This design comes from an exercise in tuning for small area, a short achievable clock period and few clock cycles per item on the open sky130 flow, not from production work.
Where RTL was checked, it was by simulation tests only, not by an equivalence proof against the original.
The RTL of runs 8 and 9 was laid out without a check of its function.
Power and IR drop assume default switching activity.

===== flow/constraint.sdc =====
create_clock -name core_clock -period 5.0 [get_ports {clk}]
set_input_delay 1.0000 -clock core_clock [delete_from_list [all_inputs] [get_ports {clk}]]
set_output_delay 1.0000 -clock core_clock [all_outputs]
set_load 0.01 [all_outputs]

===== flow/config.mk =====
export PLATFORM = sky130hd
export DESIGN_NAME = huff_top
export DESIGN_NICKNAME = huff_top
export VERILOG_FILES = /design/flow/design.v
export SDC_FILE = /design/flow/constraint.sdc
export NUM_CORES = 4
export LEC_CHECK = 0
export CAP_MARGIN = 20
export CORE_MARGIN = 2
export CORE_UTILIZATION = 40
export PLACE_DENSITY = 0.6
export SETUP_SLACK_MARGIN = 2.5
export SLEW_MARGIN = 20

===== flow/design.v =====
`timescale 1ns/1ns
module huff_top
(
  input  logic       clk,
  input  logic       rst,
  input  logic       sym_req,
  input  logic [3:0] sym,
  output logic       sym_ack,
  output logic       table_start,
  output logic       table_valid,
  output logic       table_bit,
  output logic       table_done
);
  localparam logic [8:0] WMAX = 9'h1FF;         
  localparam logic [1:0] M_INIT = 2'd0;         
  localparam logic [1:0] M_COLL = 2'd1;         
  localparam logic [1:0] M_WAIT = 2'd2;         
  localparam logic [1:0] M_BLD  = 2'd3;         
  logic [1:0] mode;
  logic [3:0] p;                                
  logic       first;                            
  logic       last_p;                           
  logic [3:0] rnd;                              
  logic [7:0] blk;                              
  logic       take;
  logic       wrdy;                             
  logic       fin;                              
  logic       merged;                           
  logic [3:0] symq;                             
  logic       tq;                               
  assign last_p = (p == 4'd9);
  assign take   = sym_req & ~sym_ack & (mode == M_COLL);
  assign merged = (mode == M_BLD) & (rnd != 4'd0);
  logic [8:0] w  [10];                          
  logic [2:0] sm [10];                          
  logic [3:0] n;                                
  logic [3:0] n2;                               
  logic [2:0] sm_n2;
  logic [2:0] smq;                              
  assign n  = last_p ? 4'd0 : p + 4'd1;
  assign n2 = (p == 4'd8) ? 4'd0 : (last_p ? 4'd1 : p + 4'd2);
  always_comb
  begin
    sm_n2 = '0;
    for (int i = 0; i < 10; i++)
      if (n2 == 4'(i))
        sm_n2 = sm[i];
  end
  logic [8:0] best_w, sec_w, sum_r;
  logic [3:0] best_i, sec_i, a_r, b_r;
  logic [8:0] sumv;
  logic [8:0] xd;                               
  logic       lt_b, lt_s;
  logic       mod_en;                           
  logic [3:0] a_e, b_e;
  assign sumv   = best_w + sec_w;               
  assign xd     = ~(first & merged) ? w[0] :
                  (best_i == 4'd0) ? WMAX : ((sec_i == 4'd0) ? sumv : w[0]);
  assign lt_b   = (w[0] <= best_w);             
  assign lt_s   = (w[0] <= sec_w);
  assign mod_en = merged & ~last_p;
  assign a_e    = first ? best_i : a_r;
  assign b_e    = first ? sec_i : b_r;
  always_ff @(posedge clk)
  begin
    for (int i = 0; i < 8; i++)
      w[i+1] <= w[i+2];
    w[9] <= ((mode == M_INIT) || (mode == M_BLD && rnd == 4'd8)) ? 9'd0 : xd;
    if (mode == M_INIT)
      w[0] <= 9'd0;
    else if (mod_en && n == a_e)
      w[0] <= WMAX;
    else if (mod_en && n == b_e)
      w[0] <= first ? sumv : sum_r;
    else
      w[0] <= w[1] + {6'd0, smq};
    smq  <= (mode == M_INIT) ? 3'd0 : sm_n2;
    for (int i = 0; i < 10; i++)
      sm[i] <= ((n2 == 4'(i)) ? 3'd0 : sm[i]) + {2'd0, tq && (symq == 4'(i))};
    symq <= sym;
    tq   <= take;
    if (first)
    begin
      best_w <= xd;
      best_i <= p;
      sec_w  <= WMAX;
      sum_r  <= sumv;                           
      a_r    <= best_i;
      b_r    <= sec_i;
    end
    else if (lt_b)
    begin
      best_w <= w[0];
      best_i <= p;
      sec_w  <= best_w;
      sec_i  <= best_i;
    end
    else if (lt_s)
    begin
      sec_w <= w[0];
      sec_i <= p;
    end
  end
  logic [7:0] rec [9];                          
  logic [3:0] q;                                
  logic [3:0] ra, rb;
  assign ra = rec[0][7:4];
  assign rb = rec[0][3:0];
  always_ff @(posedge clk)
  begin
    for (int i = 0; i < 8; i++)
      rec[i] <= rec[i+1];
    rec[8] <= (first && (merged || fin)) ? {best_i, sec_i} : rec[0];
  end
  localparam logic [1:0] E_IDLE = 2'd0;
  localparam logic [1:0] E_SYNC = 2'd1;         
  localparam logic [1:0] E_WALK = 2'd2;         
  localparam logic [1:0] E_EMIT = 2'd3;         
  logic [1:0] est;
  logic [3:0] dig;
  logic [3:0] s;                                
  logic [9:0] code;                             
  logic       last_bit;
  assign last_bit = (code[9:1] == 9'd1);
  always_ff @(posedge clk)
  begin
    case (est)
      E_WALK:
        if (s == ra)
        begin
          code <= {code[8:0], 1'b0};
          s    <= rb;
        end
        else if (s == rb)
          code <= {code[8:0], 1'b1};
      E_EMIT:
      begin
        code <= {1'b0, code[9:1]};
        if (last_bit)
        begin
          dig <= dig + 4'd1;
          s   <= dig + 4'd1;
        end
      end
      default:
        ;
    endcase
    if (fin)
    begin
      dig  <= '0;
      s    <= '0;
      code <= 10'd1;
    end
  end
  always_ff @(posedge clk or negedge rst)
  begin
    if (!rst)
    begin
      mode        <= M_INIT;
      p           <= '0;
      first       <= 1'b1;
      rnd         <= '0;
      blk         <= '0;
      wrdy        <= 1'b0;
      fin         <= 1'b0;
      sym_ack     <= 1'b0;
      q           <= '0;
      est         <= E_IDLE;
      table_start <= 1'b0;
      table_valid <= 1'b0;
      table_bit   <= 1'b0;
      table_done  <= 1'b0;
    end
    else
    begin
      p       <= n;
      first   <= last_p;
      sym_ack <= sym_req & (sym_ack | (mode == M_COLL));
      if (tq)
        blk <= blk + 8'd1;
      fin <= 1'b0;
      case (mode)
        M_INIT:
          if (last_p)
            mode <= M_COLL;
        M_COLL:
          if (tq && blk == 8'd255)
            mode <= M_WAIT;
        M_WAIT:
          if (p == 4'd8)
            wrdy <= 1'b1;
          else if (last_p && wrdy)
          begin
            wrdy <= 1'b0;
            mode <= M_BLD;
            rnd  <= '0;
          end
        default:
          if (last_p)
          begin
            rnd <= rnd + 4'd1;
            if (rnd == 4'd8)
            begin
              mode <= M_COLL;
              fin  <= 1'b1;
            end
          end
      endcase
      q <= (fin || q == 4'd8) ? 4'd0 : q + 4'd1;
      table_start <= 1'b0;
      table_valid <= 1'b0;
      table_bit   <= 1'b0;
      table_done  <= 1'b0;
      case (est)
        E_IDLE:
          ;
        E_SYNC:
          if (dig == 4'd10)
          begin
            table_done <= 1'b1;
            est        <= E_IDLE;
          end
          else if (q == 4'd8)
            est <= E_WALK;
        E_WALK:
          if (q == 4'd8)
            est <= E_EMIT;
        default:
        begin
          table_valid <= 1'b1;
          table_bit   <= code[0];
          if (last_bit)
            est <= (q == 4'd8 && dig != 4'd9) ? E_WALK : E_SYNC;
        end
      endcase
      if (fin)
      begin
        table_start <= 1'b1;
        est         <= E_WALK;
      end
    end
  end
endmodule

===== flow/run.sh =====
#!/bin/bash
# synth_recipe.tcl (not shown) runs the flow's synth.tcl, then flattens the netlist and writes it again
# the make line also repeats each setting of config.mk as NAME=value (left out here)
make -C /OpenROAD-flow-scripts/flow DESIGN_CONFIG=/design/flow/config.mk WORK_HOME=/design/flow/orfs CLKGATE_MAP_FILE= SYNTH_SCRIPT=/design/flow/synth_recipe.tcl finish

==> results of run 1 <==
[flip-flops by register name, indices dropped and copies added, names as in the netlist, 8 cells and up]
| register | cells |
|---|---|
| best_w | 9 |
| blk | 8 |
| sec_w | 9 |
| code | 10 |
| rec | 72 |
| w | 90 |
| sum_r | 9 |
| sm | 30 |
[power breakdown]
part	internal [mW]	total (mW)	switching, mW
sequential	2.59	2.70	0.107
combinational	0.378	0.889	0.511
clock	1.34	2.26	0.917
[worst max-delay path, delay by kind of cell, from the launching register on]
kind | cells | cell delay [ns]
AOI/OAI and AO/OA | 4 | 0.95
adders and majority gates | 2 | 0.65
DFF | 1 | 0.43
muxes | 1 | 0.09
and+or+nand+nor | 1 | 0.20
[layer usage]
layer	part of all wire [%]	wire, µm
met1	51	9600
met2	45	8490
met3	2.6	485
met4	2.1	391
met5	0	0
[cells by family after synthesis]
logic type	synth area share (%)
DFF	57.2
and+or+nand+nor	12.1
AOI/OAI and AO/OA	9.89
buffers and inverters	2.77
adders and majority gates	8.23
muxes	5.66
xor gates and xnor gates	4.05
[final cells by class]
cell class / instances / area (µm²)
repair buffers: 16 / 158
multi-input cells: 571 / 4420
flip-flops and latches: 293 / 6210
clock inverters: 18 / 204
inverters: 48 / 181
clock buffers: 36 / 825
fillers: 2466 / 14300
well taps: 341 / 427
[layout by cell type (no fill, tap or decap), drive strengths merged, types with 4 or more instances in the layout]
| master | instances |
|---|---|
| nand2 | 48 |
| o21a | 9 |
| a21o | 5 |
| xnor2 | 37 |
| and3b | 4 |
| and2 | 17 |
| dfrtp | 31 |
| a211oi | 16 |
| o21ai | 22 |
| nand2b | 16 |
| nor4 | 5 |
| nand3b | 6 |
| nor2 | 58 |
| nor2b | 20 |
| clkbuf | 36 |
| a221oi | 12 |
| ha | 68 |
| a2111oi | 12 |
| inv | 54 |
| mux2 | 22 |
| edfxtp | 17 |
| mux2i | 32 |
| clkdlybuf4s50 | 10 |
| buf | 5 |
| o22a | 4 |
| a22o | 4 |
| or2 | 4 |
| nand4 | 8 |
| a21oi | 33 |
| nor3 | 23 |
| o211ai | 5 |
| and3 | 12 |
| xor2 | 13 |
| clkinv | 8 |
| nand3 | 15 |
| dfxtp | 244 |
[worst paths after layout]
path / cells after the start / start / slack, ns / endpoint
worst min-delay path: 0 / w[2][8] / 0.32 / w[1][8]
max in group asynchronous: 2 / rst / 3.81 / p[1]
min in group asynchronous: 2 / rst / 0.86 / mode[0]
worst max-delay path: 8 / best_w[0] / 2.60 / w[0][8]
worst max register to register: 8 / best_w[0] / 2.60 / w[0][8]
worst min register to register: 0 / w[2][8] / 0.32 / w[1][8]
[synthesized netlist by cell type, types with 13 or more instances]
| master | n |
|---|---|
| nand2_1 | 48 |
| nor2_1 | 58 |
| nand3_1 | 15 |
| ha_1 | 68 |
| nand2b_1 | 16 |
| dfrtp_1 | 31 |
| xnor2_1 | 37 |
| dfxtp_1 | 244 |
| xor2_1 | 13 |
| inv_1 | 47 |
| mux2i_1 | 32 |
| nor2b_1 | 19 |
| o21ai_0 | 20 |
| and2_1 | 15 |
| nor3_1 | 23 |
| a211oi_1 | 14 |
| edfxtp_1 | 17 |
| a21oi_1 | 32 |
| clkbuf_1 | 18 |
| mux2_2 | 21 |
[timing repair]
| item | 4_1_cts | 5_1_grt |
|---|---|---|
| pin swaps | 2 | 3 |
| gates resized for setup | 9 | 21 |
| setup endpoints to repair | 59 | 53 |
| hold endpoints to repair | 0 | 0 |
| buffers inserted | 1 | 1 |
==> impl_metrics.tcl, run 1 <==
set metrics [dict create \
    setup_ws_ns 2.60 \
    io_buffers 11 \
    cp.arrival_ns 2.86 \
    ioPinCount 12 \
    tns_ns 0 \
    synthesis.area_um2 10800 \
    drive_gt1_share_pct 12.1 \
    critPathMaxFanout 3 \
    worstMarginPinSlew_ns 0.780 \
    drtIter0Drc 274 \
    rsz0062_at_grt "true" \
    synth_top_area_cell "dfxtp_1" \
    fin_cells 1323 \
    synth_seq_cells 293 \
    cts_buffers 29 \
    yosysWarnings 4 \
    power_density_nw_per_um2 471 \
    grt_pass1_vias 6374 \
    diodes 0 \
    grt_pass1_wl_mm 32.1 \
    drc 0 \
    cts.sinks 293 \
    grtUsageMet2_pct 21.9 \
    grtUsageTotal_pct 13.7 \
    period_minus_slack_ns 2.40 \
    routed_wl_mm 19.0 \
    hpwl_mm 13.2 \
    antenna_found_initial 0 \
    slew_violations 0 \
    initial_core_util_pct 40.5 \
    grt_max_degree 35 \
    placed_area_um2 11300 \
    post-place-ws_ns 2.22 \
    syn2layout_area_growth_pct 14.7 \
    clk_latency_ns 0.54 \
    max_stage_delay_ns 0.43 \
    crit_slowest_cell "edfxtp_1" \
    hold_violations 0 \
    maxSlewHeadroom_pct 47.9 \
    ys_async_sr_fraction_pct 10.9 \
    cp-start-kind "flop" \
    design_area_um2 12400 \
    cts_tree "done" \
    hold_buffers 0 \
    fin_skew_ns 0.0122 \
    top_usage_layer "met2" \
    yosys.area.top_type_share_pct 45.1 \
    routedWlPerCell_um 14.3 \
    clk_pin_slew_worst_paths_ns 0.07 \
    fp.dieArea_um2 28400 \
    path_class "reg -> reg" \
    cap_violations 0 \
    hp-class "reg -> reg" \
    status "finished clean" \
    path_cells "ha_1, fa_2, a211oi_2, o21ai_2, a2111oi_1, nand3b_1, mux2i_1, a21oi_1" \
    dp.cells 1267 \
    met3_usage_pct 2.15 \
    yosys-top-cells-area "dfxtp_1, ha_1, dfrtp_1" \
    hold_slack_ns 0.317 \
    final_nets 1036 \
    die-height_um 169 \
    vdd_drop_max_uv 303 \
    clockBufferDepth 3 \
    synth_edf_count 17 \
    ys_types 78 \
    grt_use_met1_pct 19.2 \
    ant_nets 0 \
    ys_seq_area_share_pct 57.2 \
    fp.dieW_um 169 \
    syn_nets 1015 \
    viasPerCell 4.92 \
    fmax_mhz 417 \
    cts_root_buffer "clkbuf_16" \
    total_power_mw 5.85 \
    core-area_um2 26700 \
    utilization_pct 46.5 \
    fin_crit_sh_pct 48.0 \
    gp_congestion 0.793 \
    cp.required_ns 5.46 \
    avgSynthCellArea_um2 11.5 \
    dr_total_vias 6515 \
    setup_viol 0 \
    static-leakage-power_nw 5.20 \
    drt-pass1-iter-count 4 \
    synth_flop_cell "dfxtp_1" \
    num_rows 60 \
    gr-total-overflow 0 \
    synth_cells 938 \
    h-tree-depth 1 \
    crit_path_end_kind "flop" \
]
Testbench counts, summed over its fixed seeds: cycles 40,543, blocks 64.
==> run 2: changes to the inputs <==
--- a/flow/config.mk
+++ b/flow/config.mk
@@ -11,3 +11,3 @@
 export PLACE_DENSITY = 0.6
-export SETUP_SLACK_MARGIN = 2.5
+export SETUP_SLACK_MARGIN = 2.0
 export SLEW_MARGIN = 20
==> run 2 against run 1 <==
Net effect:
- count of clock-buffer cells in the layout unchanged
- critical path depth did not move
- sequential power hardly changed
- largest power group unchanged
- first-iteration DRC count grew 7.3%
- hold slack improved by 0.00059 ns
- highest routed layer unchanged
- combinational power is 3.9% lower
- setup slack got worse by 0.32 ns
- synthesized cell count did not move
- still clean
- via count fell by 0.43%
- core utilization fell by 0.43 points
==> impl_metrics.tcl, run 2 <==
set metrics [dict create \
    antenna_found_initial 0 \
    cp.arrival_ns 2.89 \
    worstMarginPinSlew_ns 0.980 \
    critPathMaxFanout 34 \
    num_rows 60 \
    status "finished clean" \
    initial_core_util_pct 40.5 \
    clk_latency_ns 0.54 \
    hold_buffers 0 \
    grtUsageTotal_pct 13.6 \
    slew_violations 0 \
    vdd_drop_max_uv 303 \
    hold_slack_ns 0.318 \
    tns_ns 0 \
    syn2layout_area_growth_pct 13.6 \
    reg_top3 "w: 90 flops, rec: 72 flops, sm: 30 flops" \
    hpwl_mm 13.2 \
    synth_cells 938 \
    synth_edf_count 17 \
    synthesis.area_um2 10800 \
    cap_violations 0 \
    drive_gt1_share_pct 10.1 \
    seqCellArea_um2 6200 \
    dr_total_vias 6487 \
    maxSlewHeadroom_pct 34.7 \
    largest_register_ffs 90 \
    synth_top_area_cell "dfxtp_1" \
    final_common_cell "dfxtp_1" \
    grtUsageMet2_pct 21.7 \
    cts_root_buffer "clkbuf_16" \
    rsz0062_at_grt "false" \
    die-height_um 169 \
    cts.sinks 293 \
    fp.dieArea_um2 28400 \
    ys_types 78 \
    viasPerCell 4.91 \
    yosys.area.top_type_share_pct 45.1 \
    yosysWarnings 4 \
    routed_wl_mm 18.8 \
    cts_tree "done" \
    cp-start-kind "flop" \
    ys_seq_area_share_pct 57.2 \
    h-tree-depth 1 \
    synth.most_common_cell "dfxtp_1" \
    synth_flop_cell "dfxtp_1" \
    cts_buffers 29 \
    clockBufferDepth 3 \
    fillers 2469 \
    met3_usage_pct 2.15 \
    static-leakage-power_nw 5.17 \
    grt_use_met1_pct 19.1 \
    fin_crit_sh_pct 54.4 \
    hp-class "reg -> reg" \
    setup_viol 0 \
    multi_input_area_um2 4330 \
    top_usage_layer "met2" \
    fin_skew_ns 0.0120 \
    hold_violations 0 \
    synthTopCellsByCount "dfxtp_1, ha_1, nor2_1" \
    drtIter0Drc 294 \
    ant_nets 0 \
    drt-pass1-iter-count 5 \
    gr-total-overflow 0 \
    grt_max_degree 40 \
    io_buffers 11 \
    cp.required_ns 5.17 \
    grt_pass1_wl_mm 31.9 \
    avgSynthCellArea_um2 11.5 \
    final_nets 1034 \
    top_register "w" \
    diodes 0 \
    drc 0 \
    gp_congestion 0.793 \
    fmax_mhz 367 \
    routedWlPerCell_um 14.2 \
    ys_async_sr_fraction_pct 10.9 \
    fp.dieW_um 169 \
    synth_seq_cells 293 \
    yosys-top-cells-area "dfxtp_1, ha_1, dfrtp_1" \
    grt_pass1_vias 6357 \
    crit_path_end_kind "flop" \
    clk_pin_slew_worst_paths_ns 0.07 \
    syn_nets 1015 \
    mostFrequentLayoutCells "dfxtp_1, ha_1, nor2_1" \
    ioPinCount 12 \
    power_density_nw_per_um2 473 \
    core-area_um2 26700 \
    period_minus_slack_ns 2.72 \
    path_class "reg -> reg" \
]
run 2: cell counts after synthesis:
No cell type changed its count.
run 2: per-layer routing:
metal  part of all wire [%]  vias up  wire length (µm)
li1                       -     3327                 -
met1                     50     3040              9500
met2                     44       86              8330
met3                    3.1       34               579
met4                    2.2        0               406
met5                      0        -                 0
run 2: cells by family (layout without fill, tap and decap cells):
| family | after synthesis | in the layout | synth area share [%] |
|---|---|---|---|
| XOR/XNOR | 50 | 50 | 4.05 |
| buffers and inverters | 74 | 116 | 2.77 |
| adder cells (fa/ha/maj) | 70 | 70 | 8.23 |
| flip-flops | 293 | 293 | 57.2 |
| AO/OA/AOI/OAI | 145 | 145 | 9.89 |
| multiplexers | 56 | 56 | 5.66 |
| AND/OR/NAND/NOR | 250 | 250 | 12.1 |
run 2: cell type report:
| type | count | area share (%) |
|---|---|---|
| Sequential cell | 293 | 50.4 |
| Inverter | 48 | 1.46 |
| Clock buffer | 36 | 6.70 |
| Clock inverter | 18 | 1.66 |
| Timing Repair Buffer | 14 | 1.08 |
| Multi-Input combinational cell | 571 | 35.2 |
| Tap cell | 341 | 3.47 |
run 2: worst paths after layout:
path / start / endpoint / slack [ns] / cells after the start
worst max-delay path: best_w[1] / best_w[2] / 2.28 / 8
worst min-delay path: w[2][8] / w[1][8] / 0.32 / 0
worst max register to register: best_w[1] / best_w[2] / 2.28 / 8
worst min register to register: w[2][8] / w[1][8] / 0.32 / 0
max in group asynchronous: rst / first / 3.82 / 2
min in group asynchronous: rst / mode[0] / 0.86 / 2
run 2: stage by stage:
stage / util [%] / std cells / power (mW) / setup WS [ns] / instance area, µm²
after floorplan: - / 938 / 3.38 / 2.53 / 10800
final: 46.0 / 1321 / 5.81 / 2.28 / 12300
after global routing: 46.0 / 1321 / 6.11 / 2.05 / 12300
after CTS: 46.0 / 1321 / 5.89 / 2.19 / 12300
after global placement: 42.1 / 1267 / 3.58 / 2.26 / 11300
after detailed placement: 42.1 / 1267 / 3.60 / 2.22 / 11300
run 2: repair_timing:
item | CTS | global route
gates resized for setup | 0 | 2
setup endpoints to repair | 0 | 4
buffers inserted | 0 | 0
run 2: power by group:
group          total [mW]  internal, mW  switching, mW
clock network        2.26          1.34          0.919
logic               0.854         0.355          0.499
registers            2.70          2.59          0.106
total                5.81          4.29           1.52
run 2: critical path, cell delays in order, from the launching register on:
cell      delay [ns]
edfxtp_1        0.43
inv_1           0.06
ha_1            0.30
nor2b_1         0.13
o21a_1          0.16
o21ai_0         0.20
a221o_1         0.18
buf_4           0.30
nand2b_1        0.57
==> run 3: changes to the inputs <==
--- a/flow/config.mk
+++ b/flow/config.mk
@@ -9,5 +9,5 @@
 export CORE_MARGIN = 2
-export CORE_UTILIZATION = 40
-export PLACE_DENSITY = 0.6
-export SETUP_SLACK_MARGIN = 2.0
+export CORE_UTILIZATION = 65
+export PLACE_DENSITY = 0.8
+export SETUP_SLACK_MARGIN = 2.5
 export SLEW_MARGIN = 20
==> run 3 against run 2 <==
Net effect:
- still clean
- clock power decreased by about 10%
- die area decreased by 38%
- setup slack improved by 0.18 ns
- combinational power increased by 8.3%
- synthesized cell count unchanged
- area after synthesis unchanged
- critical path type unchanged
- critical endpoint is now w[0][6]
==> impl_metrics.tcl, run 3 <==
set metrics [dict create \
    cp.arrival_ns 2.99 \
    diodes 0 \
    dr_total_vias 6792 \
    cts_root_buffer "clkbuf_16" \
    synth_flop_cell "dfxtp_1" \
    drt-pass1-iter-count 5 \
    fillers 1054 \
    grt_pass1_vias 6759 \
    initial_core_util_pct 66.0 \
    synthTopCellsByCount "dfxtp_1, ha_1, nor2_1" \
    drtIter0Drc 470 \
    fp.dieArea_um2 17700 \
    synth.most_common_cell "dfxtp_1" \
    path_class "reg -> reg" \
    tns_ns 0 \
    synthesis.area_um2 10800 \
    post-place-ws_ns 2.30 \
    yosysWarnings 4 \
    gr-total-overflow 0 \
    largest_register_ffs 90 \
    rsz0062_at_grt "true" \
    ys_types 78 \
    syn2layout_area_growth_pct 12.5 \
    cts_tree "done" \
    clockBufferDepth 3 \
    slew_violations 0 \
    hold_path_end "w[5][4]" \
    yosys-top-cells-area "dfxtp_1, ha_1, dfrtp_1" \
    hold_slack_ns 0.323 \
    grt_pass1_wl_mm 33.0 \
    static-leakage-power_nw 5.14 \
    routed_wl_mm 20.5 \
    reg_top3 "w: 90 flops, rec: 72 flops, sm: 30 flops" \
    period_minus_slack_ns 2.54 \
    gp_congestion 0.850 \
    cp-start-kind "flop" \
    cap_violations 0 \
    synth_top_area_cell "dfxtp_1" \
    fin_skew_ns 0.0194 \
    h-tree-depth 1 \
    viasPerCell 5.66 \
    cts.sinks 293 \
    reg2reg_slack_ns 2.46 \
    yosys.area.top_type_share_pct 45.1 \
    r2r-end "w[0][6]" \
    whs_path_depth 0 \
    synth_cells 938 \
    clk_pin_slew_worst_paths_ns 0.07 \
    cp.required_ns 5.45 \
    routedWlPerCell_um 17.1 \
    maxSlewHeadroom_pct 45.2 \
    rr_worst_depth 7 \
    hold_buffers 0 \
    clk_latency_ns 0.54 \
    hpwl_mm 13.2 \
    antenna_found_initial 0 \
    top_register "w" \
    drive_gt1_share_pct 11.3 \
    ys_async_sr_fraction_pct 10.9 \
    hold_violations 0 \
    setup_viol 0 \
    setup_ws_ns 2.46 \
    io_buffers 11 \
    power_density_nw_per_um2 464 \
    die-height_um 133 \
    worstReg2RegStart "first" \
    ys_seq_area_share_pct 57.2 \
    fp.dieW_um 133 \
    utilization_pct 74.2 \
    syn_nets 1015 \
    ioPinCount 12 \
    fin_crit_sh_pct 50.8 \
    grtUsageTotal_pct 22.8 \
    fmax_mhz 394 \
    avgSynthCellArea_um2 11.5 \
    synth_edf_count 17 \
    final_common_cell "dfxtp_1" \
    final_nets 1037 \
    mostFrequentLayoutCells "dfxtp_1, ha_1, nor2_1" \
    hp-class "reg -> reg" \
    core-area_um2 16400 \
    vdd_drop_max_uv 342 \
    ant_nets 0 \
    num_rows 47 \
    status "finished clean" \
    synth_seq_cells 293 \
    min-delay-start "w[6][4]" \
    cts_buffers 28 \
    drc 0 \
    grt_max_degree 40 \
    crit_path_end_kind "flop" \
    worstMarginPinSlew_ns 0.822 \
    critPathMaxFanout 39 \
]
[run 3: cell counts after synthesis]
No cell type changed its count.
[run 3: power breakdown]
group          switching [mW]  leakage (nW)  internal, mW
logic                   0.547          2.12         0.378
registers               0.114          2.58          2.59
clock network           0.892         0.445          1.13
[run 3: repair_timing]
item	in CTS	in global routing
gates cloned	0	1
pin swaps	0	6
gates resized for setup	7	25
setup endpoints to repair	36	46
buffers inserted	0	2
[run 3: final cells by class]
class                   instances  area, µm²  share of cell area [%]
clock buffers                  37        798                    6.56
clock inverters                13       90.1                   0.740
inverters                      48        184                    1.51
multi-input cells             572       4460                    36.6
flip-flops and latches        293       6200                    50.9
well taps                     220        275                    2.26
repair buffers                 17        168                    1.38
[run 3: worst max-delay path by stage]
stage               startpoint         to  slack (ns)
floorplan            best_w[1]  best_i[0]        2.53
global placement     best_w[1]  best_w[8]        2.40
detailed placement   best_w[1]  best_w[8]        2.30
CTS                   sec_w[1]   sec_i[2]        2.52
global route             first    w[0][5]        2.34
finish                   first    w[0][6]        2.46
[run 3: layer usage]
metal	routed length, µm	up-vias	share of wire (%)	global-route usage (%)
met5	0	-	0	0
met4	607	0	3.0	8.24
met3	722	53	3.5	2.95
met2	9930	141	48	38.0
met1	9240	3262	45	30.6
li1	-	3336	-	-
[run 3: cell families (layout without fill, tap and decap cells)]
family | count (synthesis) | count (layout) | share of synthesized area, %
simple gates | 250 | 250 | 12.1
compound gates | 145 | 146 | 9.89
flops | 293 | 293 | 57.2
xor+xnor | 50 | 50 | 4.05
fa+ha+maj | 70 | 70 | 8.23
mux | 56 | 56 | 5.66
buf+inv | 74 | 115 | 2.77
[run 3: critical path: stages, from the launching register on]
cell and delay [ns]:
dfstp_2 0.55, buf_12 0.22, mux2i_1 0.37, nand2_1 0.15
a211oi_1 0.42, o211ai_2 0.27, nor2b_4 0.21, a221oi_2 0.26
[run 3: metrics by stage]
| stage | std cells | instance area [µm²] | power (mW) |
|---|---|---|---|
| 2_1_floorplan | 938 | 10800 | 3.38 |
| 3_3_place_gp | 1147 | 11100 | 3.58 |
| 3_5_place_dp | 1147 | 11100 | 3.61 |
| 4_1_cts | 1197 | 12000 | 5.62 |
| 5_1_grt | 1200 | 12200 | 5.89 |
| 6_report | 1200 | 12200 | 5.65 |
==> run 4: changes to the inputs <==
--- a/flow/config.mk
+++ b/flow/config.mk
@@ -9,4 +9,7 @@
 export CORE_MARGIN = 2
-export CORE_UTILIZATION = 65
-export PLACE_DENSITY = 0.8
+export CORE_UTILIZATION = 40
+export CTS_BUF_LIST = sky130_fd_sc_hd__clkbuf_8
+export CTS_CLUSTER_DIAMETER = 50
+export CTS_CLUSTER_SIZE = 16
+export PLACE_DENSITY = 0.6
 export SETUP_SLACK_MARGIN = 2.5
==> run 4 against run 3 <==
Net effect:
- critical endpoint is now table_bit
- register-to-register slack better by 0.15 ns
- largest cell class unchanged
- critical path type is now reg -> out
- critical path depth down 6
- still clean on timing, DRC and antenna
- cell count up 10%
- hold slack worse by 0.0028 ns
==> impl_metrics.tcl, run 4 <==
set metrics [dict create \
    status "finished clean" \
    cts_root_buffer "clkbuf_8" \
    hold_buffers 0 \
    viasPerCell 4.96 \
    clockBufferDepth 3 \
    clk_latency_ns 0.58 \
    critPathBufInv 1 \
    vdd_drop_max_uv 217 \
    gp_congestion 0.793 \
    fin_skew_ns 0.0262 \
    yosys.area.top_type_share_pct 45.1 \
    max_stage_delay_ns 0.52 \
    post-place-ws_ns 2.22 \
    ioPinCount 12 \
    yosys-top-cells-area "dfxtp_1, ha_1, dfrtp_1" \
    period_minus_slack_ns 2.42 \
    grtUsageTotal_pct 13.6 \
    setup_ws_ns 2.58 \
    syn_nets 1015 \
    grt_max_degree 35 \
    hpwl_mm 13.2 \
    synthTopCellsByCount "dfxtp_1, ha_1, nor2_1" \
    routedWlPerCell_um 14.6 \
    critPathTopFamily "buffers and inverters" \
    synth.most_common_cell "dfxtp_1" \
    slew_violations 0 \
    power_density_nw_per_um2 423 \
    maxSlewHeadroom_pct 46.0 \
    cp.required_ns 4.00 \
    routed_wl_mm 19.3 \
    ys_types 78 \
    hold_slack_ns 0.320 \
    fmax_mhz 413 \
    tns_ns 0 \
    mostFrequentLayoutCells "dfxtp_1, ha_1, nor2_1" \
    synth_top_area_cell "dfxtp_1" \
    fin_crit_sh_pct 48.4 \
    h-tree-depth 1 \
    drc 0 \
    final_common_cell "dfxtp_1" \
    num_rows 60 \
    cts_tree "done" \
    ys_async_sr_fraction_pct 10.9 \
    ys_seq_area_share_pct 57.2 \
    reg_top3 "w: 90 flops, rec: 72 flops, sm: 30 flops" \
    core-area_um2 26700 \
    path_cells "clkdlybuf4s50_1" \
    io_buffers 11 \
    drive_gt1_share_pct 11.7 \
    fp.dieW_um 169 \
    yosysWarnings 4 \
    critPathMaxFanout 1 \
    grt_pass1_wl_mm 31.8 \
    cts_buffers 28 \
    hp-class "reg -> reg" \
    crit_path_end_kind "output port" \
    synth_edf_count 17 \
    fillers 2504 \
    fp.dieArea_um2 28400 \
    path_class "reg -> out" \
    crit_slowest_cell "clkdlybuf4s50_1" \
    clk_pin_slew_worst_paths_ns 0.09 \
    die-height_um 169 \
    cts.sinks 293 \
    top_register "w" \
    drtIter0Drc 264 \
    reg2reg_slack_ns 2.61 \
    static-leakage-power_nw 5.02 \
    final_nets 1039 \
    avgSynthCellArea_um2 11.5 \
    syn2layout_area_growth_pct 11.0 \
    dr_total_vias 6547 \
    synth_seq_cells 293 \
    initial_core_util_pct 40.5 \
    hold_violations 0 \
    grt_pass1_vias 6357 \
    ant_nets 0 \
    worstMarginPinSlew_ns 0.810 \
    cp.arrival_ns 1.42 \
    rsz0062_at_grt "true" \
    largest_register_ffs 90 \
    diodes 0 \
    cp-start-kind "flop" \
    drt-pass1-iter-count 4 \
    synthesis.area_um2 10800 \
    synth_flop_cell "dfxtp_1" \
    gr-total-overflow 0 \
    setup_viol 0 \
    antenna_found_initial 0 \
    synth_cells 938 \
    cap_violations 0 \
]
==> run 4: cell types whose count changed in the layout (fill, tap and decap cells not counted), moves of 2 or more <==
cell / previous run / this run
mux2i_2: 0 / 2
clkinv_8: 1 / 3
buf_6: 0 / 2
clkinv_2: 7 / 3
clkbuf_8: 0 / 30
inv_6: 2 / 5
mux2i_4: 2 / 0
inv_1: 47 / 50
clkbuf_1: 6 / 0
clkbuf_16: 31 / 0
==> run 4: per-stage QoR <==
step / power (mW) / area, µm² / util [%] / instances
global placement: 3.58 / 11300 / 42.1 / 1267
CTS: 5.12 / 11900 / 44.5 / 1316
global route: 5.38 / 12000 / 44.9 / 1321
floorplan: 3.38 / 10800 / - / 938
finish: 5.09 / 12000 / 44.9 / 1321
detailed placement: 3.60 / 11300 / 42.1 / 1267
==> run 4: area by class of cell <==
| type | count | area (µm²) | share of cell area (%) |
|---|---|---|---|
| multi-input cells | 572 | 4430 | 36.9 |
| clock buffers | 30 | 413 | 3.44 |
| repair buffers | 19 | 176 | 1.47 |
| flip-flops and latches | 293 | 6210 | 51.7 |
| clock inverters | 18 | 179 | 1.49 |
| well taps | 341 | 427 | 3.55 |
| inverters | 48 | 181 | 1.51 |
==> run 4: logic make-up after synthesis <==
logic type	count (synthesis)	synth area share, %
compound gates	145	9.89
xor+xnor	50	4.05
fa+ha+maj	70	8.23
buf+inv	74	2.77
flops	293	57.2
mux	56	5.66
simple gates	250	12.1
==> run 4: per-layer routing <==
| layer | vias to the layer above | GRT usage (%) | part of all wire (%) |
|---|---|---|---|
| li1 | 3327 | - | - |
| met1 | 3097 | 19.0 | 49 |
| met2 | 87 | 21.7 | 45 |
| met4 | 0 | 4.05 | 2.4 |
| met5 | - | 0 | 0 |
| met3 | 36 | 2.17 | 2.9 |
==> run 4: where the power goes <==
part           switching (mW)  internal [mW]
registers               0.106           2.59
logic                   0.519          0.387
clock network           0.840          0.648
==> run 4: worst paths after layout <==
check,start,endpoint,cells after the start
min in group asynchronous,rst,blk[7],2
hold reg to reg,rec[6][6],rec[5][6],0
setup / recovery,table_bit,table_bit,1
setup reg to reg,best_w[1],best_w[6],8
max in group asynchronous,rst,p[1],2
hold / removal,rec[6][6],rec[5][6],0
==> run 4: repair_timing <==
item / in CTS / in global routing
buffers inserted: 1 / 4
pin swaps: 2 / 4
endpoints found under the setup margin: 58 / 57
gates cloned: 0 / 1
resized for setup: 9 / 22
==> run 5: changes to the inputs <==
--- a/flow/config.mk
+++ b/flow/config.mk
@@ -14,3 +14,3 @@
 export PLACE_DENSITY = 0.6
-export SETUP_SLACK_MARGIN = 2.5
+export SETUP_SLACK_MARGIN = 2.9
 export SLEW_MARGIN = 20
==> run 5 against run 4 <==
Net effect:
- flip-flop and latch count unchanged
- area after synthesis unchanged
- combinational power up 55%
- highest routed layer unchanged
- critical path depth up 6
- routed wire length up 12%
- clock skew down 0.0016 ns
- global-route usage up 1.4 points
- setup slack better by 0.12 ns
- largest cell class unchanged
- still clean on timing, DRC and antenna
- maximum frequency up 5.2%
==> impl_metrics.tcl, run 5 <==
set metrics [dict create \
    cts_buffers 34 \
    hpwl_mm 13.6 \
    path_cells "buf_6, mux2i_4, or3_1, a211oi_2, o211ai_2, nor2b_4, a221oi_2" \
    vdd_drop_max_uv 297 \
    gp_congestion 0.785 \
    io_buffers 11 \
    clk_pin_slew_worst_paths_ns 0.10 \
    static-leakage-power_nw 5.46 \
    grt_pass1_vias 6593 \
    routedWlPerCell_um 15.7 \
    hold_buffers 0 \
    synth_cells 938 \
    yosys-top-cells-area "dfxtp_1, ha_1, dfrtp_1" \
    hold_violations 0 \
    h-tree-depth 2 \
    synthesis.area_um2 10800 \
    ys_async_sr_fraction_pct 10.9 \
    fmax_mhz 434 \
    synth_top_area_cell "dfxtp_1" \
    crit_slowest_cell "dfstp_4" \
    syn2layout_area_growth_pct 22.0 \
    total_power_mw 5.92 \
    max_stage_delay_ns 0.70 \
    critPathTopFamily "compound AO/OA/AOI/OAI gates" \
    antenna_found_initial 0 \
    status "finished clean" \
    slew_violations 0 \
    cp.required_ns 5.44 \
    die-height_um 169 \
    top_register "w" \
    mostFrequentLayoutCells "dfxtp_1, ha_1, nor2_1" \
    cts_root_buffer "clkbuf_8" \
    crit_path_end_kind "flop" \
    maxSlewHeadroom_pct 39.5 \
    grtUsageTotal_pct 14.9 \
    yosysWarnings 4 \
    synth.most_common_cell "dfxtp_1" \
    synthTopCellsByCount "dfxtp_1, ha_1, nor2_1" \
    largest_register_ffs 90 \
    dr_total_vias 6972 \
    ys_seq_area_share_pct 57.2 \
    synth_seq_cells 293 \
    critPathBufInv 1 \
    cts_tree "done" \
    fin_crit_sh_pct 46.0 \
    num_rows 60 \
    ys_types 78 \
    yosys.area.top_type_share_pct 45.1 \
    cap_violations 0 \
    drc 0 \
    viasPerCell 5.05 \
    drive_gt1_share_pct 24.5 \
    ant_nets 0 \
    power_density_nw_per_um2 448 \
    grt_pass1_wl_mm 34.2 \
    core-area_um2 26700 \
    period_minus_slack_ns 2.30 \
    path_class "reg -> reg" \
    final_nets 1095 \
    clockBufferDepth 3 \
    fp.dieW_um 169 \
    avgSynthCellArea_um2 11.5 \
    setup_viol 0 \
    cts.sinks 293 \
    rsz0062_at_grt "true" \
    fp.dieArea_um2 28400 \
    hp-class "reg -> reg" \
    final_common_cell "dfxtp_1" \
    drt-pass1-iter-count 5 \
    worstMarginPinSlew_ns 0.906 \
    cp.arrival_ns 2.74 \
    ioPinCount 12 \
    hold_slack_ns 0.324 \
    cp-start-kind "flop" \
    clk_latency_ns 0.54 \
    reg_top3 "w: 90 flops, rec: 72 flops, sm: 30 flops" \
    fin_skew_ns 0.0246 \
    gr-total-overflow 0 \
    synth_edf_count 17 \
    synth_flop_cell "dfxtp_1" \
    drtIter0Drc 412 \
    tns_ns 0 \
    grt_max_degree 33 \
    routed_wl_mm 21.6 \
    syn_nets 1015 \
    critPathMaxFanout 6 \
    diodes 0 \
    initial_core_util_pct 40.5 \
]
## run 5: cell counts after synthesis
Identical to the previous run, type by type.
## run 5: layer usage
metal	wire length [µm]	global-route usage (%)	vias up	share of wire (%)
met3	868	2.99	36	4.0
li1	-	-	3479	-
met1	10500	20.9	3341	48
met2	9910	23.3	116	46
met4	402	4.84	0	1.9
met5	0	0	-	0
## run 5: worst paths after layout
path	start	slack (ns)	cells after the start	to
min in group asynchronous	rst	0.54	1	rnd[0]
hold / removal	rec[6][5]	0.32	0	rec[5][5]
max in group asynchronous	rst	3.87	1	p[0]
setup reg to reg	first	2.70	7	w[0][5]
hold reg to reg	rec[6][5]	0.32	0	rec[5][5]
setup / recovery	first	2.70	7	w[0][5]
## run 5: power by group
part / switching [mW] / internal [mW] / total, mW
sequential: 0.109 / 2.59 / 2.70
clock: 0.958 / 0.860 / 1.82
combinational: 0.809 / 0.592 / 1.40
total: 1.88 / 4.04 / 5.92
## run 5: logic make-up (layout without fill, tap and decap cells)
family | after synthesis | in the layout | share of synthesized area [%]
and+or+nand+nor | 250 | 251 | 12.1
AOI/OAI and AO/OA | 145 | 152 | 9.89
xor gates and xnor gates | 50 | 50 | 4.05
buffers and inverters | 74 | 168 | 2.77
muxes | 56 | 56 | 5.66
adders and majority gates | 70 | 70 | 8.23
DFF | 293 | 293 | 57.2
## run 5: through the flow
stage / setup WS (ns) / area (µm²) / std cells / util [%]
floorplan: 2.89 / 10900 / 938 / -
global placement: 2.16 / 11300 / 1264 / 42.2
detailed placement: 2.16 / 11300 / 1264 / 42.2
CTS: 2.78 / 12600 / 1354 / 47.3
global route: 2.59 / 13200 / 1381 / 49.4
finish: 2.70 / 13200 / 1381 / 49.4
## run 5: final cells by class
type                            count  area (µm²)
Clock buffer                       37         509
Clock inverter                     21         274
Timing Repair inverter              1        7.51
Multi-Input combinational cell    579        5070
Fill cell                        2345       13500
Tap cell                          341         427
Inverter                           48         185
Sequential cell                   293        6220
Timing Repair Buffer               61         513
## run 5: repair_timing
| item | 4_1_cts | 5_1_grt |
|---|---|---|
| cloned | 6 | 3 |
| setup endpoints to repair | 125 | 93 |
| setup buffers | 26 | 24 |
| gates resized for setup | 103 | 69 |
| pin swaps | 32 | 31 |
==> run 6: changes to the inputs <==
--- a/flow/config.mk
+++ b/flow/config.mk
@@ -14,3 +14,3 @@
 export PLACE_DENSITY = 0.6
-export SETUP_SLACK_MARGIN = 2.9
+export SETUP_SLACK_MARGIN = 2.7
 export SLEW_MARGIN = 20
==> run 6 against run 5 <==
Net effect:
- still clean
- via count down 4.8%
- non-clock buffer count down 27
- clock power down about 10%
- sequential share of layout area up 3.2 points
- maximum frequency up 1.4%
- synthesized cell count unchanged
- setup slack better by 0.032 ns
- largest cell class unchanged
==> impl_metrics.tcl, run 6 <==
set metrics [dict create \
    status "finished clean" \
    vdd_drop_max_uv 253 \
    tns_ns 0 \
    total_power_mw 5.39 \
    grt_max_degree 33 \
    diodes 0 \
    clk_pin_slew_worst_paths_ns 0.09 \
    critPathMaxFanout 10 \
    cts.sinks 293 \
    reg_top3 "w: 90 flops, rec: 72 flops, sm: 30 flops" \
    mostFrequentLayoutCells "dfxtp_1, ha_1, nor2_1" \
    power_density_nw_per_um2 436 \
    cts_buffers 29 \
    hold_path_end "rec[5][0]" \
    clk_latency_ns 0.58 \
    hold_violations 0 \
    rr_worst_depth 6 \
    die-height_um 169 \
    fmax_mhz 441 \
    crit_slowest_cell "dfrtp_1" \
    initial_core_util_pct 40.5 \
    syn2layout_area_growth_pct 14.1 \
    cp-start-kind "flop" \
    setup_viol 0 \
    dr_wl_met2_mm 8.98 \
    avgSynthCellArea_um2 11.5 \
    dp.cells 1266 \
    cp.required_ns 5.48 \
    min-delay-start "rec[6][0]" \
    cap_violations 0 \
    h-tree-depth 1 \
    slew_violations 0 \
    hp-class "reg -> reg" \
    syn_nets 1015 \
    synthesis.area_um2 10800 \
    antenna_found_initial 0 \
    max_stage_delay_ns 0.54 \
    drive_gt1_share_pct 15.9 \
    hold_buffers 0 \
    final_common_cell "dfxtp_1" \
    io_buffers 11 \
    drt-pass1-iter-count 5 \
    fp.dieW_um 169 \
    crit_path_end_kind "flop" \
    synth_seq_cells 293 \
    cp.arrival_ns 2.75 \
    dr_total_vias 6638 \
    gp_congestion 0.731 \
    synth.most_common_cell "dfxtp_1" \
    worstMarginPinSlew_ns 0.936 \
    fin_skew_ns 0.0327 \
    reg2reg_slack_ns 2.73 \
    synth_cells 938 \
    ys_async_sr_fraction_pct 10.9 \
    synth_top_area_cell "dfxtp_1" \
    core-area_um2 26700 \
    setup_ws_ns 2.73 \
    grt_pass1_vias 6512 \
    cts_root_buffer "clkbuf_8" \
    fin_crit_sh_pct 45.4 \
    synth_edf_count 17 \
    worstReg2RegStart "p[3]" \
    grt_pass1_wl_mm 32.6 \
    cts_tree "done" \
    path_class "reg -> reg" \
    ioPinCount 12 \
    yosysWarnings 4 \
    clockBufferDepth 3 \
    ant_nets 0 \
    top_register "w" \
    routedWlPerCell_um 14.8 \
    drc 0 \
    routed-wl-met3_um 665 \
    r2r-end "w[0][5]" \
    synthTopCellsByCount "dfxtp_1, ha_1, nor2_1" \
    synth_flop_cell "dfxtp_1" \
    yosys-top-cells-area "dfxtp_1, ha_1, dfrtp_1" \
    path_cells "and2b_4, or3_1, a211oi_4, o211ai_4, and2_4, a221oi_2" \
    hpwl_mm 13.2 \
    wirelength_met1_mm 9.64 \
    hold_slack_ns 0.323 \
    fp.dieArea_um2 28400 \
    gr-total-overflow 0 \
    period_minus_slack_ns 2.27 \
    fin_cells 1340 \
    final_nets 1056 \
    largest_register_ffs 90 \
    yosys.area.top_type_share_pct 45.1 \
    routed.top_layer "met4" \
    routed_wl_mm 19.8 \
    drtIter0Drc 422 \
    ys_seq_area_share_pct 57.2 \
    static-leakage-power_nw 5.18 \
    ys_types 78 \
    post-place-ws_ns 2.19 \
    grtUsageTotal_pct 14.0 \
    num_rows 60 \
    viasPerCell 4.95 \
    maxSlewHeadroom_pct 37.4 \
    rsz0062_at_grt "true" \
    whs_path_depth 0 \
]
-- run 6: worst max path at each step --
stage          cells past startpoint  startpoint        to  slack [ns]
3_3_place_gp                       6       first   w[0][6]        2.26
3_5_place_dp                       6       first   w[0][5]        2.19
2_1_floorplan                      8   best_w[1]  sec_i[1]        2.70
4_1_cts                            8   best_w[0]   w[0][6]        2.68
6_report                           6        p[3]   w[0][5]        2.73
5_1_grt                            8   best_w[1]   w[0][8]        2.66
-- run 6: area by class of cell --
class                      count  area (µm²)
fill                        2502       14400
sequential                   293        6210
multi-input combinational    573        4580
clock buffer                  33         454
tap                          341         427
timing repair buffer          34         280
clock inverter                18         219
inverter                      48         184
-- run 6: timing repair --
item / 4_1_cts / 5_1_grt
setup buffers: 13 / 8
pin swaps: 8 / 9
gates resized for setup: 27 / 43
gates cloned: 1 / 1
hold endpoints to repair: 0 / 0
setup endpoints to repair: 107 / 61
-- run 6: critical path, delay by kind of cell, from the launching register on --
family | cells | cell delay, ns
AOI/OAI and AO/OA | 3 | 0.79
DFF | 1 | 0.54
and+or+nand+nor | 3 | 0.85
-- run 6: power breakdown --
part / leakage (nW) / internal, mW / switching (mW) / total (mW)
clock: 0.347 / 0.755 / 0.874 / 1.63
combinational: 2.26 / 0.462 / 0.603 / 1.06
sequential: 2.58 / 2.59 / 0.108 / 2.69
-- run 6: through the flow --
step / cell area (µm²) / utilization (%)
floorplan: 10800 / -
global placement: 11300 / 42.1
detailed placement: 11300 / 42.1
CTS: 12100 / 45.3
global route: 12300 / 46.2
finish: 12300 / 46.2
-- run 6: kinds of logic after synthesis --
family                   Yosys count  synth area share, %
XOR/XNOR                          50                 4.05
AO/OA/AOI/OAI                    145                 9.89
adder cells (fa/ha/maj)           70                 8.23
AND/OR/NAND/NOR                  250                 12.1
flip-flops                       293                 57.2
buffers and inverters             74                 2.77
multiplexers                      56                 5.66
-- run 6: metal layers --
layer  up-vias  track usage (%)
li1       3367                -
met1      3144             19.1
met2        84             22.8
met3        43             2.03
met4         0             4.50
met5         -                0
==> run 7: changes to the inputs <==
--- a/flow/config.mk
+++ b/flow/config.mk
@@ -7,3 +7,3 @@
 export LEC_CHECK = 0
-export CAP_MARGIN = 20
+export CAP_MARGIN = 0
 export CORE_MARGIN = 2
@@ -14,3 +14,3 @@
 export PLACE_DENSITY = 0.6
-export SETUP_SLACK_MARGIN = 2.7
-export SLEW_MARGIN = 20
+export SETUP_SLACK_MARGIN = 2.5
+export SLEW_MARGIN = 0
==> run 7 against run 6 <==
Net effect:
- still clean
- area after synthesis is the same
- flip-flop and latch count is the same
- global-route usage shrank 0.40 points
- clock power shrank 9%
- combinational power shrank 15%
- first-iteration DRC count shrank 37%
- setup slack lost 0.15 ns
- register-to-register slack lost 0.12 ns
- die area is the same
- largest cell class unchanged
==> impl_metrics.tcl, run 7 <==
set metrics [dict create \
    clk_pin_slew_worst_paths_ns 0.09 \
    critPathTopFamily "buffers and inverters" \
    syn2layout_area_growth_pct 11.0 \
    cts_buffers 28 \
    dp.cells 1267 \
    synth_edf_count 17 \
    cts_tree "done" \
    synth_top_family_by_area "simple AND/OR/NAND/NOR gates" \
    drive_gt1_share_pct 11.7 \
    max_stage_delay_ns 0.52 \
    grt_pass1_vias 6357 \
    power_switching_mw 1.47 \
    cap_violations 0 \
    worstReg2RegStart "best_w[1]" \
    synth.most_common_cell "dfxtp_1" \
    path_cells "clkdlybuf4s50_1" \
    drc 0 \
    muxShareOfSynthArea_pct 5.66 \
    critPathMaxFanout 1 \
    vdd_drop_max_uv 217 \
    synth_cells 938 \
    power_density_nw_per_um2 423 \
    placed_area_um2 11300 \
    design_area_um2 12000 \
    reg2reg_slack_ns 2.61 \
    die-height_um 169 \
    worstMarginPinSlew_ns 0.810 \
    fp.dieArea_um2 28400 \
    h-tree-depth 1 \
    final_nets 1039 \
    fillers 2504 \
    slew_violations 0 \
    largest_register_ffs 90 \
    internal_power_mw 3.62 \
    hold_buffers 0 \
    synth_flop_cell "dfxtp_1" \
    critPathBufInv 1 \
    path_class "reg -> out" \
    io_buffers 11 \
    rr_worst_depth 8 \
    ioPinCount 12 \
    drtIter0Drc 264 \
    ys_types 78 \
    cts_root_buffer "clkbuf_8" \
    switching_share_pct 28.8 \
    syn_nets 1015 \
    mostFrequentLayoutCells "dfxtp_1, ha_1, nor2_1" \
    num_rows 60 \
    hold_slack_ns 0.320 \
    antenna_found_initial 0 \
    gr-total-overflow 0 \
    routedWlPerCell_um 14.6 \
    routed_wl_mm 19.3 \
    crit_slowest_cell "clkdlybuf4s50_1" \
    hp-class "reg -> reg" \
    rsz0062_at_grt "true" \
    synth_seq_cells 293 \
    hold_path_end "rec[5][6]" \
    power_frac_clock_pct 29.3 \
    whs_path_depth 0 \
    clockBufferDepth 3 \
    avgSynthCellArea_um2 11.5 \
    setup_viol 0 \
    period_minus_slack_ns 2.42 \
    static-leakage-power_nw 5.02 \
    fp.dieW_um 169 \
    synthXorXnorAreaFrac_pct 4.05 \
    fin_cells 1321 \
    synthesis.area_um2 10800 \
    gp_congestion 0.793 \
    yosys-top-cells-area "dfxtp_1, ha_1, dfrtp_1" \
    yosys.area.top_type_share_pct 45.1 \
    multi_input_area_um2 4430 \
    core-area_um2 26700 \
    fin_skew_ns 0.0262 \
    initial_core_util_pct 40.5 \
    viasPerCell 4.96 \
    seqPwrFrac_pct 52.9 \
    status "finished clean" \
    grt_max_degree 35 \
    clk_latency_ns 0.58 \
    synth_compound_area_share_pct 9.89 \
    final_common_cell "dfxtp_1" \
    seqCellArea_um2 6210 \
    pwr-share-comb_pct 17.8 \
    synth_top_area_cell "dfxtp_1" \
    r2r-end "best_w[6]" \
    hold_violations 0 \
    synthAdderAreaFrac_pct 8.23 \
    ys_async_sr_fraction_pct 10.9 \
    grt_pass1_wl_mm 31.8 \
    fmax_mhz 413 \
    top_register "w" \
    grtUsageTotal_pct 13.6 \
    reg_top3 "w: 90 flops, rec: 72 flops, sm: 30 flops" \
    synth-simple-area-share_pct 12.1 \
    cp-start-kind "flop" \
    tns_ns 0 \
    yosysWarnings 4 \
    synthTopCellsByCount "dfxtp_1, ha_1, nor2_1" \
    diodes 0 \
    maxSlewHeadroom_pct 46.0 \
    cp.required_ns 4.00 \
    min-delay-start "rec[6][6]" \
    hpwl_mm 13.2 \
    crit_path_end_kind "output port" \
    ant_nets 0 \
    fin_crit_sh_pct 48.4 \
    ys_seq_area_share_pct 57.2 \
    drt-pass1-iter-count 4 \
    dr_total_vias 6547 \
    cts.sinks 293 \
    cp.arrival_ns 1.42 \
]
[run 7: kinds of logic (layout without fill, tap and decap cells)]
logic type | count (synthesis) | count (layout)
flops | 293 | 293
simple gates | 250 | 250
compound gates | 145 | 146
buf+inv | 74 | 115
fa+ha+maj | 70 | 70
mux | 56 | 56
xor+xnor | 50 | 50
[run 7: repair_timing]
action | CTS | global route
pin swaps | 2 | 4
hold endpoints to repair | 0 | 0
gates cloned | 0 | 1
resized for setup | 9 | 22
endpoints found under the setup margin | 58 | 57
setup buffers | 1 | 4
[run 7: stage by stage]
stage	setup slack, ns	power [mW]	util (%)
floorplan	2.53	3.38	-
global placement	2.26	3.58	42.1
detailed placement	2.22	3.60	42.1
CTS	2.50	5.12	44.5
global route	2.49	5.38	44.9
finish	2.58	5.09	44.9
[run 7: worst max-delay path by stage]
stage               startpoint   endpoint  slack [ns]  depth (start not counted)
floorplan            best_w[1]  best_i[0]        2.53                          8
global placement         first    w[0][6]        2.26                          6
detailed placement       first    w[0][6]        2.22                          6
CTS                       p[0]   sm[9][2]        2.50                          6
global route              p[1]   sm[4][2]        2.49                          8
finish               table_bit  table_bit        2.58                          1
[run 7: layer usage]
layer  global-route usage [%]  up-vias  routed length [µm]
li1                         -     3327                   -
met3                     2.17       36                 557
met1                     19.0     3097                9520
met5                        0        -                   0
met2                     21.7       87                8710
met4                     4.05        0                 462
[run 7: area by class of cell]
type / count / area share (%)
clock inverter: 18 / 1.49
sequential: 293 / 51.7
tap: 341 / 3.55
inverter: 48 / 1.51
timing repair buffer: 19 / 1.47
multi-input combinational: 572 / 36.9
clock buffer: 30 / 3.44
[run 7: power groups by stage]
stage,sequential (mW),clock (mW),combinational (mW)
detailed placement,2.75,0,0.852
global placement,2.74,0,0.840
finish,2.69,1.49,0.906
global route,2.71,1.65,1.02
floorplan,2.71,0,0.671
CTS,2.69,1.56,0.874
==> run 8: changes to the inputs <==
--- a/flow/design.v
+++ b/flow/design.v
@@ -40,3 +40,2 @@
   assign n  = last_p ? 4'd0 : p + 4'd1;
-  assign n2 = (p == 4'd8) ? 4'd0 : (last_p ? 4'd1 : p + 4'd2);
   always_comb
@@ -160,2 +159,3 @@
       p           <= '0;
+      n2          <= 4'd2;
       first       <= 1'b1;
@@ -176,2 +176,3 @@
       p       <= n;
+      n2      <= (n2 == 4'd9) ? 4'd0 : n2 + 4'd1;
       first   <= last_p;
--- a/flow/config.mk
+++ b/flow/config.mk
@@ -7,3 +7,3 @@
 export LEC_CHECK = 0
-export CAP_MARGIN = 0
+export CAP_MARGIN = 20
 export CORE_MARGIN = 2
@@ -14,3 +14,3 @@
 export PLACE_DENSITY = 0.6
-export SETUP_SLACK_MARGIN = 2.5
-export SLEW_MARGIN = 0
+export SETUP_SLACK_MARGIN = 2.7
+export SLEW_MARGIN = 20
==> run 8 against run 7 <==
Net effect:
- setup slack gained 0.057 ns
- power increased by 11%
- flip-flop and latch count is 4 higher
- global-route usage up 0.10 points
- hold slack gained 0.0050 ns
- routed wire length rose by 1.8%
- first-iteration DRC count grew 5.3%
- combinational power up 39%
- sequential share of layout area fell by 1.6 points
- non-clock buffer count rose by 25
- via count shrank 0.84%
==> impl_metrics.tcl, run 8 <==
set metrics [dict create \
    drc 0 \
    syn_nets 1003 \
    yosysWarnings 4 \
    num_rows 60 \
    viasPerCell 4.86 \
    final_nets 1050 \
    total_power_mw 5.65 \
    dr_total_vias 6492 \
    ioPinCount 12 \
    period_minus_slack_ns 2.36 \
    cap_violations 0 \
    initial_core_util_pct 40.4 \
    cts_root_buffer "clkbuf_8" \
    hold_slack_ns 0.325 \
    worstReg2RegStart "best_w[0]" \
    clockBufferDepth 3 \
    synthesis.area_um2 10800 \
    syn2layout_area_growth_pct 16.3 \
    gp_congestion 0.783 \
    dp.cells 1252 \
    maxSlewHeadroom_pct 39.3 \
    placed_area_um2 11300 \
    synthTopCellsByCount "dfxtp_1, ha_1, nor2_1" \
    grt_pass1_wl_mm 31.9 \
    routed_wl_mm 19.6 \
    synth_flop_cell "dfxtp_1" \
    hp-class "reg -> reg" \
    clk_pin_slew_worst_paths_ns 0.09 \
    cp-start-kind "flop" \
    startpoint "best_w[0]" \
    synth_top_area_cell "dfxtp_1" \
    cp.arrival_ns 2.70 \
    fp.dieArea_um2 28400 \
    ys_seq_area_share_pct 58.1 \
    ys_async_sr_fraction_pct 12.1 \
    antenna_found_initial 0 \
    core-area_um2 26800 \
    yosys.area.top_type_share_pct 45.1 \
    crit_path_end_kind "flop" \
    ant_nets 0 \
    fp.dieW_um 169 \
    pwr-share-comb_pct 22.3 \
    largest_register_ffs 90 \
    fin_skew_ns 0.0164 \
    drt-pass1-iter-count 4 \
    die-height_um 169 \
    drive_gt1_share_pct 17.1 \
    static-leakage-power_nw 5.21 \
    min-delay-start "w[5][0]" \
    synth_cells 927 \
    synth.most_common_cell "dfxtp_1" \
    seqPwrFrac_pct 48.4 \
    cts_tree "done" \
    io_buffers 11 \
    synth_edf_count 17 \
    internal_power_mw 4.01 \
    vdd_drop_max_uv 300 \
    final_common_cell "dfxtp_1" \
    clk_latency_ns 0.58 \
    status "finished clean" \
    cts.sinks 297 \
    tns_ns 0 \
    fin_crit_sh_pct 47.3 \
    grt_max_degree 37 \
    switching_share_pct 29.1 \
    fmax_mhz 423 \
    hold_buffers 0 \
    power_switching_mw 1.65 \
    power_frac_clock_pct 29.3 \
    fin_cells 1337 \
    gr-total-overflow 0 \
    cts_buffers 30 \
    max_stage_delay_ns 0.45 \
    path_cells "ha_4, inv_2, fa_2, nor2b_4, o31ai_4, buf_6, a2111oi_4, or3_4, and2_1, o22a_1" \
    drtIter0Drc 278 \
    mostFrequentLayoutCells "dfxtp_1, ha_1, nor2_1" \
    routedWlPerCell_um 14.7 \
    diodes 0 \
    hold_violations 0 \
    crit_slowest_cell "edfxtp_1" \
    cp.required_ns 5.33 \
    ys_types 73 \
    design_area_um2 12600 \
    hpwl_mm 12.6 \
    top_register "w" \
    grtUsageTotal_pct 13.7 \
    synth_seq_cells 297 \
    slew_violations 0 \
    power_density_nw_per_um2 449 \
    h-tree-depth 1 \
    path_class "reg -> reg" \
    worstMarginPinSlew_ns 0.910 \
    avgSynthCellArea_um2 11.7 \
    rsz0062_at_grt "true" \
    critPathMaxFanout 2 \
    reg_top3 "w: 90 flops, rec: 72 flops, sm: 30 flops" \
    yosys-top-cells-area "dfxtp_1, dfrtp_1, ha_1" \
    grt_pass1_vias 6310 \
    setup_viol 0 \
]
run 8: cell types whose count changed in the layout (fill, tap and decap cells not counted), moves of 8 or more:
| cell | change |
|---|---|
| buf_4 | +14 |
| a221oi_1 | -8 |
| and3_1 | -8 |
| a2111oi_0 | -10 |
| a311oi_1 | +8 |
| nand2_1 | -14 |
run 8: metrics by stage:
step	util, %	setup WS, ns
finish	47.0	2.64
detailed placement	42.0	2.18
global route	47.0	2.54
CTS	45.5	2.65
global placement	42.0	2.23
floorplan	-	2.72
run 8: logic make-up (layout without fill, tap and decap cells):
logic type	Yosys count	after routing	share of synthesized area, %
DFF	297	297	58.1
and+or+nand+nor	239	239	11.8
AOI/OAI and AO/OA	127	127	7.90
buffers and inverters	81	150	3.10
adders and majority gates	69	69	8.11
xor gates and xnor gates	50	50	4.18
muxes	64	64	6.81
run 8: worst max-delay path: cells and delay by family (launching register included):
family	cells	cell delay [ns]
AND/OR/NAND/NOR	3	0.57
AO/OA/AOI/OAI	3	0.49
flip-flops	1	0.45
adder cells (fa/ha/maj)	2	0.42
buffers and inverters	2	0.20
run 8: worst paths after layout:
kind                        endpoint  slack [ns]  cells after the start
setup / recovery           best_w[8]        2.64                     10
hold / removal               w[4][0]        0.32                      0
setup reg to reg           best_w[8]        2.64                     10
hold reg to reg              w[4][0]        0.32                      0
max in group asynchronous      n2[0]        3.82                      1
min in group asynchronous       q[3]        0.54                      1
run 8: area by class of cell:
cell class	instances	area, µm²
fill	2413	14200
sequential	297	6300
multi-input combinational	549	4480
timing repair buffer	44	504
clock buffer	32	440
tap	341	427
clock inverter	22	238
inverter	52	198
run 8: layer usage:
metal  up-vias  track usage, %  routed length [µm]
met5         -               0                   0
met4         0            3.86                 506
met3        42            2.20                 664
met2       106            21.5                8780
met1      3041            19.5                9650
li1       3303               -                   -
run 8: power groups by stage:
stage / Sequential (mW) / Clock [mW] / Combinational [mW]
floorplan: 2.74 / 0 / 0.644
global placement: 2.78 / 0 / 0.811
detailed placement: 2.79 / 0 / 0.821
CTS: 2.73 / 1.72 / 0.892
global route: 2.76 / 1.82 / 1.38
finish: 2.74 / 1.65 / 1.26
run 8: timing repair:
action / CTS / global route
endpoints found under the setup margin: 53 / 54
pin swaps: 13 / 26
cloned: 2 / 4
endpoints found under the hold margin: 0 / 0
gates resized for setup: 26 / 49
buffers inserted: 16 / 9
==> run 9: changes to the inputs <==
--- a/flow/config.mk
+++ b/flow/config.mk
@@ -7,2 +7,3 @@
 export LEC_CHECK = 0
+export ABC_AREA = 1
 export CAP_MARGIN = 20
==> run 9 against run 8 <==
Net effect:
- still clean on timing, DRC and antenna
- sequential share of layout area is 1.1 points higher
- power down 12%
- global-route usage grew 0.97 points
- register-to-register slack better by 0.26 ns
- highest routed layer unchanged
==> impl_metrics.tcl, run 9 <==
set metrics [dict create \
    synth_edf_count 17 \
    ys_seq_area_share_pct 56.8 \
    hold_violations 0 \
    hpwl_mm 14.9 \
    top_register "w" \
    cts_tree "done" \
    cts_buffers 29 \
    path_cells "dlygate4sd2_1" \
    drt-pass1-iter-count 5 \
    tns_ns 0 \
    yosys-top-cells-area "dfxtp_1, nand2_1, dfrtp_1" \
    vdd_drop_max_uv 291 \
    reg_top3 "w: 90 flops, rec: 72 flops, sm: 30 flops" \
    path_class "reg -> out" \
    largest_register_ffs 90 \
    die-height_um 171 \
    cp.arrival_ns 1.21 \
    yosysWarnings 4 \
    ys_types 42 \
    hold_buffers 0 \
    period_minus_slack_ns 2.21 \
    dp.cells 1591 \
    total_power_mw 5.00 \
    yosys.area.top_type_share_pct 44.0 \
    power_frac_clock_pct 29.9 \
    power_switching_mw 1.51 \
    final_nets 1338 \
    avgSynthCellArea_um2 9.07 \
    synth.most_common_cell "nand2_1" \
    cp.required_ns 4.00 \
    hold_path_end "w[3][7]" \
    cp-start-kind "flop" \
    rr_worst_depth 12 \
    final_common_cell "nand2_1" \
    viasPerCell 4.56 \
    critPathBufInv 1 \
    synth_seq_cells 297 \
    core-area_um2 27100 \
    h-tree-depth 1 \
    grt_pass1_vias 7104 \
    worstReg2RegStart "best_w[0]" \
    routedWlPerCell_um 12.6 \
    fin_cells 1654 \
    fin_crit_sh_pct 44.1 \
    ioPinCount 12 \
    ys_async_sr_fraction_pct 12.1 \
    crit_slowest_cell "dfrtp_1" \
    drive_gt1_share_pct 7.88 \
    critPathTopFamily "flip-flops" \
    whs_path_depth 0 \
    cts.sinks 297 \
    reg2reg_slack_ns 2.90 \
    cap_violations 0 \
    gr-total-overflow 0 \
    diodes 0 \
    fmax_mhz 453 \
    grt_pass1_wl_mm 34.5 \
    clk_pin_slew_worst_paths_ns 0.09 \
    gp_congestion 0.873 \
    min-delay-start "w[4][7]" \
    synth_top_area_cell "dfxtp_1" \
    drc 0 \
    fp.dieArea_um2 29100 \
    clockBufferDepth 3 \
    drtIter0Drc 399 \
    hp-class "reg -> reg" \
    worstMarginPinSlew_ns 0.878 \
    status "finished clean" \
    synthesis.area_um2 11100 \
    setup_viol 0 \
    fp.dieW_um 171 \
    ant_nets 0 \
    rsz0062_at_grt "true" \
    mostFrequentLayoutCells "nand2_1, dfxtp_1, inv_1" \
    num_rows 60 \
    maxSlewHeadroom_pct 41.1 \
    crit_path_end_kind "output port" \
    internal_power_mw 3.48 \
    seqPwrFrac_pct 54.4 \
    io_buffers 11 \
    antenna_found_initial 0 \
    critPathMaxFanout 1 \
    fin_skew_ns 0.0188 \
    grtUsageTotal_pct 14.6 \
    clk_latency_ns 0.57 \
    switching_share_pct 30.3 \
    cts_root_buffer "clkbuf_8" \
    r2r-end "w[0][4]" \
    static-leakage-power_nw 5.79 \
    initial_core_util_pct 41.0 \
    routed_wl_mm 20.8 \
    dr_total_vias 7545 \
    power_density_nw_per_um2 406 \
    design_area_um2 12300 \
    max_stage_delay_ns 0.37 \
    synth_flop_cell "dfxtp_1" \
    synth_cells 1224 \
    slew_violations 0 \
    syn2layout_area_growth_pct 11.0 \
    fillers 2619 \
    synthTopCellsByCount "nand2_1, dfxtp_1, inv_1" \
    placed_area_um2 11600 \
    pwr-share-comb_pct 15.7 \
    grt_max_degree 37 \
    syn_nets 1300 \
    utilization_pct 45.5 \
]
==> run 9: cell types whose count changed after synthesis, sizes merged, moves of 20 or more <==
cell	before	now
nor2b	23	0
mux2	25	5
inv	52	158
nand2b	22	0
mux2i	34	0
nand3	13	84
nand2	35	292
xnor2	42	20
nor2	62	100
o21ai	25	58
==> run 9: area by class of cell <==
class / instances / area [µm²] / share of cell area [%]
clock buffer: 31 / 427 / 3.46
tap: 372 / 465 / 3.78
multi-input combinational: 749 / 4160 / 33.7
timing repair inverter: 2 / 12.5 / 0.102
clock inverter: 20 / 158 / 1.28
timing repair buffer: 22 / 186 / 1.51
inverter: 161 / 614 / 4.98
sequential: 297 / 6300 / 51.1
==> run 9: worst max path at each step <==
stage / start / end / slack [ns] / depth (start not counted)
6_report: table_done / table_done / 2.79 / 1
5_1_grt: best_w[4] / sec_w[6] / 2.65 / 11
4_1_cts: sym_ack / sym_ack / 2.70 / 1
3_5_place_dp: best_w[4] / best_i[3] / 1.98 / 9
3_3_place_gp: best_w[8] / best_i[3] / 2.03 / 8
2_1_floorplan: best_w[8] / best_i[0] / 2.85 / 9
==> run 9: repair_timing <==
| action | CTS | global route |
|---|---|---|
| endpoints found under the setup margin | 56 | 37 |
| resized for setup | 15 | 10 |
| pin swaps | 0 | 1 |
| buffers inserted | 4 | 6 |
| cloned | 2 | 0 |
==> run 9: cell families after synthesis <==
group	count (synthesis)	share of synthesized area (%)
and+or+nand+nor	513	19.6
DFF	297	56.8
buffers and inverters	178	6.17
AOI/OAI and AO/OA	120	5.70
adders and majority gates	69	7.91
xor gates and xnor gates	42	3.31
muxes	5	0.507
==> run 9: power groups by stage <==
stage / clock network, mW / logic [mW] / registers [mW]
2_1_floorplan: 0 / 0.547 / 2.74
3_3_place_gp: 0 / 0.709 / 2.78
3_5_place_dp: 0 / 0.725 / 2.78
4_1_cts: 1.56 / 0.766 / 2.72
5_1_grt: 1.66 / 0.888 / 2.74
6_report: 1.49 / 0.784 / 2.72
==> run 9: layer usage <==
metal	track usage [%]	part of all wire, %	up-vias
met5	0	0	-
met4	4.53	2.7	0
met3	2.57	3.6	37
met2	24.2	45	118
met1	19.6	49	3440
li1	-	-	3950
==> run 9: stage by stage <==
step           hold slack (ns)  worst slack, ns
2_1_floorplan            0.310             2.85
3_3_place_gp             0.310             2.03
3_5_place_dp             0.312             1.98
4_1_cts                  0.322             2.70
5_1_grt                  0.322             2.65
6_report                 0.322             2.79

Setup slack of run 9, layout unchanged: 2.793 ns with ideal ports, 2.751 ns with driving cells assumed (clock clkbuf_16, inputs buf_2), 2.903 ns with port delays also shifted by the 0.601 ns mid clock arrival.
